Context: an optimization exercise on an open-source flow, tuned for small area and a short achievable clock period. The choices shown serve that exercise and are no tape-out recipe.
In this exercise RTL edits were held to simulation tests only and were not proved equivalent to the original.
Power figures rest on the tool's default switching activity, not on a simulated workload.

## bus_responder
module bus_responder #(
  parameter int AW    = bus_pkg::AW_DEF,
  parameter int DW    = bus_pkg::DW_DEF,
  parameter int DEPTH = 200,
  parameter int WAIT  = 2
) (
  input  logic          clk,
  input  logic          rst,
  input  logic          mreq,
  output logic          mgrnt,
  input  logic          mas,
  input  logic          mrw,
  input  logic [AW-1:0] maddr,
  input  logic [DW-1:0] mwdata,
  output logic [DW-1:0] mrdata,
  output logic          mrdy,
  output logic          merr
);
export LEC_CHECK = 0
export ABC_CLOCK_PERIOD_IN_PS = 2500
export CAP_MARGIN = 20
export CORE_MARGIN = 2
export CORE_UTILIZATION = 60
export CTS_CLUSTER_DIAMETER = 80
export CTS_CLUSTER_SIZE = 28
export SETUP_SLACK_MARGIN = 2.2
export SLEW_MARGIN = 20
create_clock -name core_clock -period 4.0 [get_ports {clk}]
run.sh (not shown) runs the stock make flow with config.mk's settings and CLKGATE_MAP_FILE= SYNTH_SCRIPT=/design/flow/synth_recipe.tcl, a recipe that flattens the netlist after the stock synthesis.
Rerun with:
Settings changed: SETUP_SLACK_MARGIN 2.2 to 2.4.
After rerunning:
- non-clock buffer count is higher by 74
- power is higher by 0.67%
- setup slack gets worse by 0.16 ns
- hold slack gets worse by 0.0037 ns
- sequential power barely changes
- sequential share of layout area is lower by 2.9 points
- first-iteration DRC count is higher by 15%
- clock skew is lower by 0.0072 ns

========
bus_responder, a different RTL version from the one above (not shown whole).
For scale: about 3300 cells after synthesis, ~32 I/O pins, ~47000 um2 of cells after synthesis.
export LEC_CHECK = 0
export ABC_CLOCK_PERIOD_IN_PS = 2500
export CAP_MARGIN = 20
export CORE_MARGIN = 2
export CORE_UTILIZATION = 60
export CTS_CLUSTER_DIAMETER = 80
export CTS_CLUSTER_SIZE = 28
export SETUP_SLACK_MARGIN = 2.0
export SLEW_MARGIN = 20
create_clock -name core_clock -period 4.0 [get_ports {clk}]
Rerun with:
- SETUP_SLACK_MARGIN: 2.0 -> 2.2
Result:
- The changed run ran to the end with no violations
- area after synthesis stays the same
- clock skew grows by 0.0033 ns
- die area does not change
- wire length grows by 4.8%
- setup slack gains 0.072 ns
- final cell count grows by 2.0%
- cell area grows by 4.0%
- utilization grows by 2.7 points

========
bus_responder, a different RTL version from the one above (not shown whole).
Size in the first run: about 1700 flip-flops, ~32 I/O pins, roughly 0.045 mm^2 of cells after synthesis.
## bus_responder
module bus_responder #(
  parameter int AW    = bus_pkg::AW_DEF,
  parameter int DW    = bus_pkg::DW_DEF,
  parameter int DEPTH = 200,
  parameter int WAIT  = 2
) (
  input  logic          clk,
  input  logic          rst,
  input  logic          mreq,
  output logic          mgrnt,
  input  logic          mas,
  input  logic          mrw,
  input  logic [AW-1:0] maddr,
  input  logic [DW-1:0] mwdata,
  output logic [DW-1:0] mrdata,
  output logic          mrdy,
  output logic          merr
);
  localparam int NRING = DEPTH / 4;
  localparam int RW    = AW - 2;
  logic s_grant, s_w1, s_w2, s_ack;
  logic s_idle;
  logic          rw_r;
  logic [AW-1:0] addr_r;
  logic [DW-1:0] wdata_r;
  logic [1:0]    phase_r;
  logic          wb_valid_r;
  logic [AW-1:0] wb_addr_r;
  logic [DW-1:0] wb_data_r;
  logic [DW-1:0] rd_hold_r;
  logic          drain_r;
  logic          cap_r;
  logic          rpos2_r;
  logic          mgrnt_r;
  logic          mrdy_r;
  logic          merr_r;
  logic [DW-1:0] mrdata_r;
  logic          strobe_s;
  logic          oor_s;
  logic          wcommit_s;
  logic          wb_valid_s;
  logic [1:0]    wb_slot_s;
  logic [1:0]    rpos_s;
  logic [AW-1:0] addr_s;
  logic          fwd_s;
  logic [DW-1:0] ram_rdata_s;
  assign s_idle   = !(s_grant || s_w1 || s_w2 || s_ack);
  ...
make LEC_CHECK=0 CAP_MARGIN=20 CORE_MARGIN=2 CORE_UTILIZATION=65 SLEW_MARGIN=20 finish   # period 4.0 ns
Edit:
ABC_CLOCK_PERIOD_IN_PS = 2500   (was unset)
CORE_UTILIZATION = 60   (was 65)
SETUP_SLACK_MARGIN = 1.5   (was unset)
- global-route usage is lower by 2.8 points
- power is higher by 1.5%
- worst setup slack improves by 720 ps
- core utilization is lower by 3.5 points

========
The RTL this note starts from:
==> flow/design.v <==
package bus_pkg;
  localparam int AW_DEF = 8;
  localparam int DW_DEF = 8;
  localparam logic BUS_RD = 1'b1;
  localparam logic BUS_WR = 1'b0;
  typedef enum logic [1:0] {
    ST_IDLE  = 2'd0,
    ST_GRANT = 2'd1,
    ST_WAIT  = 2'd2,
    ST_ACK   = 2'd3
  } bus_state_e;
endpackage
module bus_ram #(
  parameter int DW    = 8,
  parameter int NRING = 50
) (
  input  logic            clk,
  input  logic [7:0]      ins_hi_n,
  input  logic [7:0]      ins_lo_n,
  input  logic [7:0]      keep_hi,
  input  logic [7:0]      keep_lo,
  input  logic [DW-1:0]   ins_data,
  input  logic [7:0]      rd_lo0,
  input  logic [7:0]      rd_lo2,
  output logic [7*DW-1:0] rd_grp
);
  localparam int NGRP = (NRING + 7) / 8;
  logic [DW-1:0] pos0 [64];
  logic [DW-1:0] pos2 [64];
  for (genvar r = 0; r < 64; r++) begin : g_ring
    if (r < NRING) begin : g_on
      logic [4*DW-1:0] ring_q;
      logic            ins_here;
      logic            keep;
      assign ins_here = !(ins_hi_n[r/8] || ins_lo_n[r%8]);
      assign keep     = !(keep_hi[r/8] && keep_lo[r%8]);
      always_ff @(posedge clk) begin
        ring_q <= {ring_q[3*DW-1:0],
                   ~(({DW{keep}} & ring_q[4*DW-1:3*DW]) | ({DW{ins_here}} & ins_data))};
      end
      assign pos0[r] = ring_q[DW-1:0];
      assign pos2[r] = ring_q[3*DW-1:2*DW];
    end else begin : g_off
      assign pos0[r] = {DW{1'b0}};
      assign pos2[r] = {DW{1'b0}};
    end
  end
  always_comb begin
    logic [DW-1:0] grp;
    rd_grp = {7*DW{1'b0}};
    for (int k = 0; k < NGRP; k++) begin
      grp = {DW{1'b0}};
      for (int j = 0; j < 8; j++) begin
        grp = grp | ({DW{rd_lo0[j]}} & pos0[8*k+j]) | ({DW{rd_lo2[j]}} & pos2[8*k+j]);
      end
      rd_grp[k*DW +: DW] = grp;
    end
  end
endmodule
module bus_responder #(
  parameter int AW    = bus_pkg::AW_DEF,
  parameter int DW    = bus_pkg::DW_DEF,
  parameter int DEPTH = 200,
  parameter int WAIT  = 2
) (
  input  logic          clk,
  input  logic          rst,
  input  logic          mreq,
  output logic          mgrnt,
  input  logic          mas,
  input  logic          mrw,
  input  logic [AW-1:0] maddr,
  input  logic [DW-1:0] mwdata,
  output logic [DW-1:0] mrdata,
  output logic          mrdy,
  output logic          merr
);
  localparam int NRING = DEPTH / 4;
  typedef struct packed {
    logic          valid;
    logic [AW-1:0] addr;
    logic [DW-1:0] data;
    logic          drain;
    logic [DW-1:0] ins_data;
    logic [7:0]    ins_hi;
    logic [7:0]    ins_lo;
  } wb_next_t;
  typedef struct packed {
    logic       pol;
    logic [7:0] hi;
    logic [7:0] lo0;
    logic [7:0] lo2;
    logic       even;
  } rd_next_t;
  logic s_grant, s_w1, s_w2, s_ack;
  logic s_idle;
  logic          rw_r;
  logic          oor_r;
  logic          wr_ok_r;
  logic [AW-1:0] addr_r;
  logic [DW-1:0] wdata_r;
  logic [2:0]    phase_r;
  logic          wb_valid_r;
  logic [AW-1:0] wb_addr_r;
  logic [DW-1:0] wb_data_r;
  logic          drain_r;
  logic [DW-1:0] ins_data_r;
  logic [7:0]    ins_hi_n_r;
  logic [7:0]    ins_lo_n_r;
  logic [7:0]    keep_hi_r;
  logic [7:0]    keep_lo_r;
  logic          cap_r;
  logic          fwd_r;
  logic          rd_pol_r;
  logic [7:0]    rd_hi_r;
  logic [7:0]    rd_lo0_r;
  logic [7:0]    rd_lo2_r;
  logic [7*DW-1:0] grp_r;
  logic            hfwd_r;
  logic            hpol_r;
  logic          mgrnt_r;
  logic          mrdy_r;
  logic          merr_r;
  logic [DW-1:0] mrdata_r;
  logic            strobe_s;
  logic            oor_s;
  logic            wcommit_s;
  wb_next_t        wb_c_s;
  wb_next_t        wb_n_s;
  wb_next_t        wb_s;
  rd_next_t        rd_m_s;
  rd_next_t        rd_a_s;
  logic [7*DW-1:0] ram_grp_s;
  logic [DW-1:0]   rd_word_s;
  assign s_idle   = !(s_grant || s_w1 || s_w2 || s_ack);
  assign strobe_s = s_grant && mas;
  assign oor_s    = oor_r;
  always_ff @(posedge clk) begin
    if (rst) begin
      s_grant <= 1'b0;
      s_w1    <= 1'b0;
      s_w2    <= 1'b0;
      s_ack   <= 1'b0;
    end else begin
      s_grant <= ((s_idle || s_ack) && mreq) || (s_grant && !mas && mreq);
      s_w1    <= strobe_s;
      s_w2    <= s_w1;
      s_ack   <= s_w2;
    end
  end
  always_ff @(posedge clk) begin
    if (strobe_s) begin
      rw_r    <= mrw;
      addr_r  <= maddr;
      wdata_r <= mwdata;
      oor_r   <= ({1'b0, maddr} >= (AW+1)'(DEPTH));
      wr_ok_r <= (mrw == bus_pkg::BUS_WR) && ({1'b0, maddr} < (AW+1)'(DEPTH));
    end
  end
  always_ff @(posedge clk) begin
    phase_r <= phase_r + 3'd1;
  end
  function automatic wb_next_t wb_next(input logic          commit,
                                       input logic          valid,
                                       input logic          drain,
                                       input logic [AW-1:0] wb_addr,
                                       input logic [DW-1:0] wb_data,
                                       input logic [AW-1:0] addr,
                                       input logic [DW-1:0] data,
                                       input logic [2:0]    phase);
    wb_next_t n;
    n.valid    = commit || (valid && !drain);
    n.addr     = commit ? addr : wb_addr;
    n.data     = commit ? data : wb_data;
    n.drain    = n.valid && ((n.addr[1:0] + phase[1:0]) == 2'd2);
    n.ins_data = n.data ^ {DW{!(1'(({1'b0, n.addr[1:0]} + phase + 3'd2) >> 2))}};
    for (int k = 0; k < 8; k++) begin
      n.ins_hi[k] = n.drain && (n.addr[7:5] == 3'(k));
      n.ins_lo[k] = (n.addr[4:2] == 3'(k));
    end
    wb_next = n;
  endfunction
  assign wcommit_s = s_w2 && wr_ok_r && !rst;
  assign wb_c_s = wb_next(1'b1, wb_valid_r, drain_r, wb_addr_r, wb_data_r,
                          addr_r, wdata_r, phase_r);
  assign wb_n_s = wb_next(1'b0, wb_valid_r, drain_r, wb_addr_r, wb_data_r,
                          addr_r, wdata_r, phase_r);
  assign wb_s   = wcommit_s ? wb_c_s : wb_n_s;
  always_ff @(posedge clk) begin
    wb_valid_r <= wb_s.valid;
    wb_addr_r  <= wb_s.addr;
    wb_data_r  <= wb_s.data;
    drain_r    <= wb_s.drain;
    ins_data_r <= wb_s.ins_data;
    ins_hi_n_r <= ~wb_s.ins_hi;
    ins_lo_n_r <= ~wb_s.ins_lo;
    keep_hi_r  <= wb_s.ins_hi;
    keep_lo_r  <= wb_s.ins_lo;
  end
  function automatic rd_next_t rd_next(input logic [AW-1:0] addr,
                                       input logic [2:0]    phase);
    rd_next_t   n;
    logic [1:0] rpos;
    rpos  = addr[1:0] + phase[1:0] + 2'd1;
    n.pol = 1'(({1'b0, addr[1:0]} + phase + 3'd1) >> 2);
    for (int k = 0; k < 8; k++) begin
      n.hi[k]  = (addr[7:5] == 3'(k));
      n.lo0[k] = (addr[4:2] == 3'(k)) && !rpos[1];
      n.lo2[k] = (addr[4:2] == 3'(k)) && rpos[1];
    end
    n.even = !rpos[0];
    rd_next = n;
  endfunction
  assign rd_m_s = rd_next(maddr, phase_r);
  assign rd_a_s = rd_next(addr_r, phase_r);
  always_ff @(posedge clk) begin
    if (strobe_s) begin
      cap_r    <= rd_m_s.even;
      fwd_r    <= wb_n_s.valid && (wb_n_s.addr == maddr);
      rd_pol_r <= rd_m_s.pol;
      rd_hi_r  <= rd_m_s.hi;
      rd_lo0_r <= rd_m_s.lo0;
      rd_lo2_r <= rd_m_s.lo2;
    end else begin
      cap_r    <= s_w1 && rd_a_s.even;
      fwd_r    <= wb_n_s.valid && (wb_n_s.addr == addr_r);
      rd_pol_r <= rd_a_s.pol;
      rd_hi_r  <= rd_a_s.hi;
      rd_lo0_r <= rd_a_s.lo0;
      rd_lo2_r <= rd_a_s.lo2;
    end
  end
  bus_ram #(
    .DW    (DW),
    .NRING (NRING)
  ) u_ram (
    .clk      (clk),
    .ins_hi_n (ins_hi_n_r),
    .ins_lo_n (ins_lo_n_r),
    .keep_hi  (keep_hi_r),
    .keep_lo  (keep_lo_r),
    .ins_data (ins_data_r),
    .rd_lo0   (rd_lo0_r),
    .rd_lo2   (rd_lo2_r),
    .rd_grp   (ram_grp_s)
  );
  always_ff @(posedge clk) begin
    if (cap_r) begin
      grp_r  <= ram_grp_s;
      hfwd_r <= fwd_r;
      hpol_r <= rd_pol_r;
    end
  end
  always_comb begin
    logic [DW-1:0] w;
    w = {DW{1'b0}};
    for (int k = 0; k < 7; k++) begin
      w = w | ({DW{rd_hi_r[k]}} & grp_r[k*DW +: DW]);
    end
    rd_word_s = hfwd_r ? wb_data_r : (w ^ {DW{hpol_r}});
  end
  always_ff @(posedge clk) begin
    if (rst) begin
      mgrnt_r  <= 1'b0;
      mrdy_r   <= 1'b0;
      merr_r   <= 1'b0;
      mrdata_r <= {DW{1'b0}};
    end else begin
      mgrnt_r <= !s_idle;
      mrdy_r  <= s_ack;
      merr_r  <= s_ack && oor_s;
      if (s_ack && rw_r == bus_pkg::BUS_RD) begin
        mrdata_r <= oor_s ? {DW{1'b0}} : rd_word_s;
      end
    end
  end
  assign mgrnt  = mgrnt_r;
  assign mrdy   = mrdy_r;
  assign merr   = merr_r;
  assign mrdata = mrdata_r;
endmodule
Settings: LEC_CHECK=0, ABC_CLOCK_PERIOD_IN_PS=2500, CAP_MARGIN=20, CORE_MARGIN=2, CORE_UTILIZATION=60, CTS_CLUSTER_DIAMETER=80, CTS_CLUSTER_SIZE=28, SETUP_SLACK_MARGIN=1.5, SLEW_MARGIN=20; clock period 4.0 ns.
The baseline finished clean.
Edit:
--- a/flow/config.mk
+++ b/flow/config.mk
@@ -12,4 +12,4 @@
 export CTS_CLUSTER_DIAMETER = 80
 export CTS_CLUSTER_SIZE = 28
-export SETUP_SLACK_MARGIN = 1.5
+export SETUP_SLACK_MARGIN = 2.2
 export SLEW_MARGIN = 20
Power climbs by 0.62%.
Register-to-register slack gains 270 ps.
Global-route usage climbs by 0.94 points.
Critical path depth climbs by 5.
Cell count climbs by 1.6%.
Flip-flop and latch count stays the same.
Sequential share of layout area drops by 2.4 points.
First-iteration DRC count climbs by 6.9%.
Edit:
==> flow/flow/run.sh (new file) <==
#!/bin/bash
# The standard layout, with two changes: the port buffers are buf_4 cells
# instead of the slow delay-buffer cell buffer_ports picks by itself, and
# timing repair may resize a cell to any drive strength of the same function,
# not only to cells of the same footprint.
set -euo pipefail
bash standard.sh MATCH_CELL_FOOTPRINT=0 \
  "BUFFER_PORTS_ARGS=-buffer_cell sky130_fd_sc_hd__buf_4" \
  finish > standard_flow.log 2>&1
==> flow/standard.sh (new file) <==
#!/bin/bash
# synth_recipe.tcl (not shown) runs the flow's synth.tcl, then flattens the netlist and writes it again
# the make line also repeats each setting of config.mk as NAME=value (left out here)
make -C /OpenROAD-flow-scripts/flow DESIGN_CONFIG=/design/flow/config.mk WORK_HOME=/design/flow/orfs CLKGATE_MAP_FILE= SYNTH_SCRIPT=/design/flow/synth_recipe.tcl "${@:-finish}"
--- a/flow/config.mk
+++ b/flow/config.mk
@@ -12,4 +12,4 @@
 export CTS_CLUSTER_DIAMETER = 80
 export CTS_CLUSTER_SIZE = 28
-export SETUP_SLACK_MARGIN = 2.2
+export SETUP_SLACK_MARGIN = 2.0
 export SLEW_MARGIN = 20
removed: flow/run.sh
Worst hold slack degrades by 3.8 ps.
Fmax goes down by 5.3%.
Die area does not change.
Synthesized area is unchanged.
Non-clock buffer count falls by 48.
Cell area is lower by 2.7%.

[re-timing with driven ports]
In the flow no input, the clock included, has a driving cell. The finished layouts below were timed again as built, in two steps. Step 1 assumes that a clkbuf_16 drives the clock port and a buf_2 every other input. Step 2 moves the port delays by t, midway between the first and last clock arrival at a register: inputs arrive t later, outputs are due t later. That takes back most of the time a late clock gives input paths. Slacks: no drivers / after step 1 / after step 2; pairs: no drivers / after step 1.
run	t (ns)	setup WS [ns]	worst setup path at the end	worst slew at a driven data input, ns
the first run of note 1	0.722	2.069 / 1.996 / 1.569	input to register	0.04
the second run of note 1	0.722	1.907 / 1.907 / 1.651	input to register	0.07
the first run of note 2	0.725	1.797 / 1.797 / 1.230	input to register	0.06
the second run of note 2	0.732	1.869 / 1.869 / 1.254	input to register	0.04
the first run of note 3	0.829	0.300 / 0.300 / 0.300	register to register	0.04
the second run of note 3	0.829	1.019 / 1.019 / 1.019	register to register	0.05
the first run of note 4	0.720	1.613 / 1.543 / 1.162	input to register	0.04
the second run of note 4	0.722	1.970 / 1.970 / 1.402	input to register	0.04
the third run of note 4	0.715	1.857 / 1.857 / 1.494	input to register	0.06
After both steps every run listed still meets setup and hold. For the second run of note 2, which loses most, drivers alone change the setup slack by 0.000 ns; drivers and shift together by -0.615 ns.
